This design comes from an exercise in tuning for small area, a short achievable clock period and few clock cycles per item on the open sky130 flow, not from production work. Only simulation tests tie the RTL to the original design; equivalence was not proved. Power figures rest on the tool's default switching activity, not on a simulated workload.

==> flow/design.v (excerpt) <==
module longest_prefix_route_lookup
(
    input  logic               clk,
    input  logic               rst_n,
    input  logic               req_valid,
    output logic               req_ready,
    input  logic               req_func,
    input  logic [INDEX_W-1:0] req_entry_index,
    input  logic               req_entry_valid,
    input  logic [ADDR_W-1:0]  req_entry_prefix,
    input  logic [ADDR_W-1:0]  req_entry_mask,
    input  logic [ADDR_W-1:0]  req_lookup_addr,
    output logic               rsp_valid,
    input  logic               rsp_ready,
    output logic               rsp_hit,
    output logic [INDEX_W-1:0] rsp_best_index,
    output logic [LEN_W-1:0]   rsp_best_length
);
Size: about 120 I/O pins, roughly 47000 sq um of cells after synthesis.
clock: 5.0 ns
lec_check: 0
abc_clock_period_in_ps: 2500
cap_margin: 20
core_margin: 2
core_utilization: 40
setup_slack_margin: 3.1
slew_margin: 20
tns_end_percent: 5
standard.sh (not shown) runs the stock make flow with config.mk's settings and CLKGATE_MAP_FILE= SYNTH_SCRIPT=/design/flow/synth_recipe.tcl, a recipe that flattens the netlist after the stock synthesis.
==> flow/flow/run.sh <==
#!/bin/bash
# The standard layout with a few changes:
#  - port buffers are buf_2 instead of the delay cell buffer_ports picks by default
#  - the resizer may swap a cell for one with another footprint
#  - clock tree: large sink clusters of clkbuf_16, no dummy loads
#  - after the standard synthesis, each mux2i_1 whose select net drives four
#    or more of them becomes an a22oi_1 fed by one shared inverter of that
#    net (same function, smaller); the rewrite is kept only if Yosys proves
#    the netlists equivalent. Registers are not touched.
set -uo pipefail
W=$PWD
VARS=(
  MATCH_CELL_FOOTPRINT=0
  "BUFFER_PORTS_ARGS=-buffer_cell sky130_fd_sc_hd__buf_2"
  "CTS_ARGS=-sink_clustering_enable -repair_clock_nets -buf_list sky130_fd_sc_hd__clkbuf_16 -sink_clustering_size 28 -sink_clustering_max_diameter 120 -dont_use_dummy_load"
)
bash standard.sh "${VARS[@]}" synth > synth.log 2>&1
R=$W/orfs/results/sky130hd/longest_prefix_route_lookup/base
LIB=$FLOW_HOME/platforms/sky130hd/lib/sky130_fd_sc_hd__tt_025C_1v80.lib
if [[ -f $R/1_2_yosys.v ]]; then
  cp $R/1_2_yosys.v $W/standard_1_2_yosys.v
  if python3 $W/flow/remap.py $W/standard_1_2_yosys.v $W/remap_1_2_yosys.v 4 > remap.log 2>&1; then
    sed -e "s#@LIB@#$LIB#" -e "s#@GOLD@#$W/standard_1_2_yosys.v#" -e "s#@GATE@#$W/remap_1_2_yosys.v#" \
      $W/flow/eq.ys.in > $W/eq.ys
    if yosys -q $W/eq.ys > eq.log 2>&1; then
      echo "equivalent: using the rewritten netlist" >> remap.log
      cp $W/remap_1_2_yosys.v $R/1_2_yosys.v
      rm -f $R/1_synth.odb $R/1_synth.sdc
    else
      echo "not proven equivalent: keeping the standard netlist" >> remap.log
    fi
  fi
fi
bash standard.sh "${VARS[@]}" finish > flow.log 2>&1
Other scripts of this flow, unchanged in this note and not shown: flow/flow/eq.ys.in, flow/flow/remap.py
Testbench counts at the start, summed over its fixed seeds: cycles 2,560, items 2,528.
Change:
- SETUP_SLACK_MARGIN: 3.1 -> 2.8
- TNS_END_PERCENT: 5 -> 20
What happened: Power went down by 1.2%. Hold slack is better by 0.094 ns. Final area went down by 1.3%. Core utilization went down by 0.57 points. Clock skew went down by 0.027 ns. Flip-flop and latch count is unchanged.
Change:
- SETUP_SLACK_MARGIN: 2.8 -> 2.6
- TNS_END_PERCENT: 20 -> 5
Result: Cell count barely changes; non-clock buffer count rose by 3; cell area stays flat; power hardly moves.
Change:
- PLACE_DENSITY: not set -> 0.8
- SETUP_SLACK_MARGIN: 2.6 -> 2.8
What happened: Clock skew grows by 0.031 ns. Worst setup slack hardly moves. Wire length is about the same.

---

longest_prefix_route_lookup, a different RTL version from the one above (not shown whole).
For scale: ~2600 cells after synthesis, roughly 1300 flip-flops, about 120 I/O pins, roughly 49000 sq um of cells after synthesis.
make LEC_CHECK=0 ABC_CLOCK_PERIOD_IN_PS=2200 CAP_MARGIN=20 CORE_MARGIN=2 CORE_UTILIZATION=40 SETUP_SLACK_MARGIN=2.8 SLEW_MARGIN=20 finish   # period 5.0 ns
run.sh (not shown) runs the stock make flow with config.mk's settings and CLKGATE_MAP_FILE= SYNTH_SCRIPT=/design/flow/synth_recipe.tcl, a recipe that flattens the netlist after the stock synthesis.
Stock flow here: none of the scripts above is used.
The baseline finished with timing, DRC and antenna clean.
Testbench counts at the start, summed over its fixed seeds: cycles 2,576, items 2,528.
Change:
ABC_CLOCK_PERIOD_IN_PS = default   (was 2200)
SETUP_SLACK_MARGIN = default   (was 2.8)
Outcome: The new run ran to the end with no violations; count of clock-buffer cells in the layout decreases by 7; cell area decreases by 11%; area after synthesis stays the same; cell count decreases by 8.6%; via count decreases by 9.8%; fmax decreases by 29%; die area is unchanged; power decreases by 3.9%; utilization decreases by 6.1 points; setup slack is worse by 1.1 ns; sequential share of layout area increases by 7.7 points.

---

== build 19 ==
longest_prefix_route_lookup, a different RTL version from the one above (not shown whole).
Size: about 2,600 cells after synthesis, roughly 1,200 flip-flops, about 120 I/O pins, roughly 47,000 sq um of cells after synthesis.
clock: 5.0 ns
lec_check: 0
abc_clock_period_in_ps: 2500
cap_margin: 20
core_margin: 2
core_utilization: 40
cts_buf_list: sky130_fd_sc_hd__clkbuf_16
cts_cluster_diameter: 120
cts_cluster_size: 28
setup_slack_margin: 2.5
slew_margin: 20
standard.sh (not shown) runs the stock make flow with config.mk's settings and CLKGATE_MAP_FILE= SYNTH_SCRIPT=/design/flow/synth_recipe.tcl, a recipe that flattens the netlist after the stock synthesis.
==> flow/flow/run.sh <==
#!/bin/bash
# The standard layout with a few settings of ORFS's own changed:
#  - port buffers are buf_2 instead of the delay cell buffer_ports picks by default
#  - the resizer may swap a cell for one with another footprint
#  - clock tree: large sink clusters of clkbuf_16, no dummy loads
set -uo pipefail
bash standard.sh \
  MATCH_CELL_FOOTPRINT=0 \
  "BUFFER_PORTS_ARGS=-buffer_cell sky130_fd_sc_hd__buf_2" \
  "CTS_ARGS=-sink_clustering_enable -repair_clock_nets -buf_list sky130_fd_sc_hd__clkbuf_16 -sink_clustering_size 28 -sink_clustering_max_diameter 120 -dont_use_dummy_load" \
  finish > flow.log 2>&1
Testbench counts of build 19, summed over its fixed seeds: cycles 2,560, items 2,528.
#### Input delta (build 38 over build 19)
# build 19
export LEC_CHECK = 0
export ABC_CLOCK_PERIOD_IN_PS = 2500
export CAP_MARGIN = 20
export CORE_MARGIN = 2
export CORE_UTILIZATION = 40
export CTS_BUF_LIST = sky130_fd_sc_hd__clkbuf_16
export CTS_CLUSTER_DIAMETER = 120
export CTS_CLUSTER_SIZE = 28
export SETUP_SLACK_MARGIN = 2.5
export SLEW_MARGIN = 20
create_clock -name core_clock -period 5.0 [get_ports {clk}]
# build 38
export LEC_CHECK = 0
export ABC_CLOCK_PERIOD_IN_PS = 2500
export CAP_MARGIN = 20
export CORE_MARGIN = 2
export CORE_UTILIZATION = 40
export SETUP_SLACK_MARGIN = 2.8
export SLEW_MARGIN = 20
export TNS_END_PERCENT = 5
create_clock -name core_clock -period 5.0 [get_ports {clk}]
## What came out
- Relative to build 19, the total wire length after detailed routing of build 38 is lower by about 3%.
- Higher filler-free cell count of the finished design among build 19 and build 38: build 19
- Build 19 and build 38 ended up with nearly the same number of max-capacitance violations reported.
- Relative to build 19, share of final-layout standard cells stronger than drive strength 1 has gone down in build 38.
- Relative to build 19, the sequential fraction of total cell area of build 38 is higher by 0.21 points.
- Cmp build 38 vs build 19: iteration count of the initial detailed-routing pass lower in build 38
- Compared with build 19, in build 38 quantity of gates resized following cts climbed 120%, switching part of the total went down, initial antenna violation count now sits lower.
Input changes introduced in build 77 (baseline for comparison: build 38):
# build 38
export LEC_CHECK = 0
export ABC_CLOCK_PERIOD_IN_PS = 2500
export CAP_MARGIN = 20
export CORE_MARGIN = 2
export CORE_UTILIZATION = 40
export SETUP_SLACK_MARGIN = 2.8
export SLEW_MARGIN = 20
export TNS_END_PERCENT = 5
create_clock -name core_clock -period 5.0 [get_ports {clk}]
# build 77
export LEC_CHECK = 0
export ABC_CLOCK_PERIOD_IN_PS = 2500
export CAP_MARGIN = 20
export CORE_MARGIN = 2
export CORE_UTILIZATION = 40
export SETUP_SLACK_MARGIN = 3.0
export SLEW_MARGIN = 20
export TNS_END_PERCENT = 5
create_clock -name core_clock -period 5.0 [get_ports {clk}]
--- outcome ---
Overall global routing resource usage delta (build 77 -> build 38): insignificant. As far as number of instances in the placed design goes, build 77 and build 38 are indistinguishable; the numbers are identical. In terms of share of total power in the clock network, build 38 and build 77 differ only marginally. For overall power, build 38 and build 77 come out practically identical. Per the comparison of build 77 with build 38, clock buffer count did not really move; global-route wire length before repair higher; final critical-path required period has increased.

-- what the ideal ports hide --
How much do the figures lean on ideal ports? The routed layouts below were timed once more, with nothing changed but the port constraints. Step 1, drivers: a clkbuf_16 drives clk and a buf_2 each remaining input, both assumed. Step 2, shift: input delay + t, output delay - t, t = (earliest + latest rising clock arrival at the registers) / 2. This alone moves slack from input paths to output paths. Three values: no drivers, after step 1, after step 2; two values: the first two.
run	t (ns)	slack for setup (ns)	slew at the worst register clock pin (ns)
the first run of note 1	0.736	2.641 / 2.641 / 1.957	0.11 / 0.11
the second run of note 1	0.731	2.648 / 2.640 / 1.923	0.11 / 0.11
the third run of note 1	0.735	2.553 / 2.553 / 1.969	0.12 / 0.12
the fourth run of note 1	0.715	2.552 / 2.552 / 1.940	0.11 / 0.11
the first run of note 2	0.831	2.369 / 2.339 / 1.756	0.07 / 0.07
the second run of note 2	0.816	1.300 / 1.230 / 0.970	0.07 / 0.07
build 19	0.731	2.433 / 2.463 / 1.732	0.11 / 0.11
build 38	0.739	2.639 / 2.598 / 1.938	0.11 / 0.11
build 77	0.736	2.635 / 2.600 / 1.927	0.12 / 0.12
After both steps every run listed still meets setup and hold. The setup slack of the second run of note 1, which loses most, moves by -0.008 ns with the drivers and by -0.725 ns with both steps.
